This is an optimization exercise on Yosys and OpenROAD, whose aim is small area, a short achievable clock period and few clock cycles, not a production implementation. Function was checked by simulation only, so behaviour that the tests miss may differ from the original.

==> flow/design.v (excerpt) <==
module sw_align_top (
    input  wire                 i_clk,
    input  wire                 i_rst,
    input  wire                 i_start,
    input  wire sw_pkg::query_t i_query,
    input  wire                 i_sym_req,
    input  wire sw_pkg::base_t  i_sym,
    input  wire                 i_sym_last,
    output logic                o_sym_ack,
    output logic                o_busy,
    output logic                o_done,
    output sw_pkg::score_t      o_max_score,
    output sw_pkg::pos_t        o_max_row,
    output sw_pkg::col_t        o_max_col
);
For scale: ~2700 cells after synthesis, roughly 200 flip-flops, about 71 I/O pins.
Settings: LEC_CHECK=0, ABC_AREA=1, CAP_MARGIN=20, CORE_MARGIN=2, CORE_UTILIZATION=40, SLEW_MARGIN=20; clock period 10.0 ns.
standard.sh (not shown) runs the stock make flow with config.mk's settings and CLKGATE_MAP_FILE= SYNTH_SCRIPT=/design/flow/synth_recipe.tcl, a recipe that flattens the netlist after the stock synthesis.
==> flow/flow/run.sh <==
#!/bin/bash
# Standard ORFS layout with these changes, none of which touches the design or
# its constraints:
#  - synthesis leaves adders to ABC instead of extracting them into half/full
#    adder cells (ADDER_MAP_FILE empty), so ABC can optimise the small
#    constant adders and comparators of this design;
#  - ABC restructures and maps for area (a copy of ORFS's scripts
#    folder whose abc_area.script runs &deepsyn for 60 s, then a
#    mapping script like ORFS's area one: "dch; map -B 0.9; topo"), leaving sizing to OpenROAD;
#  - the port buffers are buf_2 cells instead of the delay buffer that
#    buffer_ports picks by default;
#  - timing repair aims at the margin given below.
# make's output goes to make_finish.log; each ORFS step logs to orfs/logs/.
set -euo pipefail
cd "$(dirname "$0")/.."
rm -rf scripts_abc
cp -r "$FLOW_HOME/scripts" scripts_abc
printf 'strash\n&get -n\n&deepsyn -T 60\n&put\ndch\nmap -B 0.9\ntopo\n' > scripts_abc/abc_area.script
bash standard.sh ADDER_MAP_FILE= "SCRIPTS_DIR=$PWD/scripts_abc" \
    "BUFFER_PORTS_ARGS=-buffer_cell sky130_fd_sc_hd__buf_2" \
    SETUP_SLACK_MARGIN=7.0 finish > make_finish.log 2>&1
Testbench counts at the start, summed over its fixed seeds: cycles 102,964.
Then changed:
--- a/flow/flow/run.sh
+++ b/flow/flow/run.sh
@@ -9 +9,2 @@
-#    mapping script like ORFS's area one: "dch; map -B 0.9; topo"), leaving sizing to OpenROAD;
+#    mapping script like ORFS's area one: "dch; map -B 0.9; topo; stime; buffer; upsize;
+#    dnsize");
@@ -18 +19 @@
-printf 'strash\n&get -n\n&deepsyn -T 60\n&put\ndch\nmap -B 0.9\ntopo\n' > scripts_abc/abc_area.script
+printf 'strash\n&get -n\n&deepsyn -T 60\n&put\ndch\nmap -B 0.9\ntopo\nstime -c\nbuffer -c\nupsize -c\ndnsize -c\n' > scripts_abc/abc_area.script
--- a/flow/config.mk
+++ b/flow/config.mk
@@ -11 +11 @@
-export CORE_UTILIZATION = 40
+export CORE_UTILIZATION = 55
Effect: Worst setup slack gets worse by 0.0058 ns. Routed wire length decreases by 6.1%. Maximum frequency is about the same. Synthesized cell count climbs by about 3%. Clock skew barely changes. Design area shrinks by about 4.3%. Via count went down by 1.0%. Utilization climbs by 13 points.
Then changed:
--- a/flow/flow/run.sh
+++ b/flow/flow/run.sh
@@ -7,3 +7,3 @@
-#  - ABC restructures and maps for area (a copy of ORFS's scripts
-#    folder whose abc_area.script runs &deepsyn for 60 s, then a
-#    mapping script like ORFS's area one: "dch; map -B 0.9; topo; stime; buffer; upsize;
+#  - ABC restructures and maps for area only (a copy of ORFS's scripts
+#    folder whose abc_area.script runs &deepsyn for 60 s, then ORFS's
+#    own area script: "dch; map -B 0.9; topo; stime; buffer; upsize;
After rerunning:
- The new run produced a clean layout
- non-clock buffer count is higher by 28
- wire length stays flat
- final area decreases by 0.56%
- hold slack stays flat
- maximum frequency goes up by 1.6%
- final cell count barely changes
- via count stays flat
Then changed:
--- a/flow/config.mk
+++ b/flow/config.mk
@@ -11 +11 @@
-export CORE_UTILIZATION = 55
+export CORE_UTILIZATION = 40
The new run finished with timing, DRC and antenna clean.
Wire length drops by 1.3%.
Final cell count climbs by about 5%.
Final area climbs by 3.2%.
Die area climbs by 37%.
Then changed:
--- a/flow/flow/run.sh
+++ b/flow/flow/run.sh
@@ -9 +9 @@
-#    own area script: "dch; map -B 0.9; topo; stime; buffer; upsize;
+#    own area script: "dch; amap; topo; stime; buffer; upsize;
@@ -19 +19 @@
-printf 'strash\n&get -n\n&deepsyn -T 60\n&put\ndch\nmap -B 0.9\ntopo\nstime -c\nbuffer -c\nupsize -c\ndnsize -c\n' > scripts_abc/abc_area.script
+printf 'strash\n&get -n\n&deepsyn -T 60\n&put\ndch\namap\ntopo\nstime -c\nbuffer -c\nupsize -c\ndnsize -c\n' > scripts_abc/abc_area.script
What happened: Critical path depth came out higher by 24; design area came out lower by 0.93%; global-route usage goes up by 2.8 points; sequential share of layout area rose by 0.25 points; wire length increases by 1.4%.

## port drivers added, routing unchanged
In the flow no input, the clock included, has a driving cell. The finished layouts below were timed again as built, in two steps.
Step 1 (the two cells are an assumption about what drives the block):
set clk [get_ports {i_clk}]
set_driving_cell -lib_cell sky130_fd_sc_hd__clkbuf_16 $clk
set_driving_cell -lib_cell sky130_fd_sc_hd__buf_2 [delete_from_list [all_inputs] $clk]
Step 2, shift: input delay + t, output delay - t, t = (earliest + latest rising clock arrival at the registers) / 2. This alone moves slack from input paths to output paths.
a / b / c = ideal / step 1 / step 2; a / b = the first two.
| run | t (ns) | setup WS [ns] | hold slack, ns |
|---|---|---|---|
| the first run | 0.530 | 6.931 / 6.872 / 7.126 | 0.357 / 0.357 / 0.357 |
| the second run | 0.525 | 6.925 / 6.870 / 7.070 | 0.356 / 0.356 / 0.356 |
| the third run | 0.527 | 6.975 / 6.918 / 7.105 | 0.354 / 0.354 / 0.354 |
| the fourth run | 0.548 | 6.964 / 6.905 / 7.095 | 0.355 / 0.355 / 0.355 |
| the fifth run | 0.521 | 6.020 / 6.020 / 6.020 | 0.351 / 0.351 / 0.351 |
After both steps setup and hold are still met in every run listed.
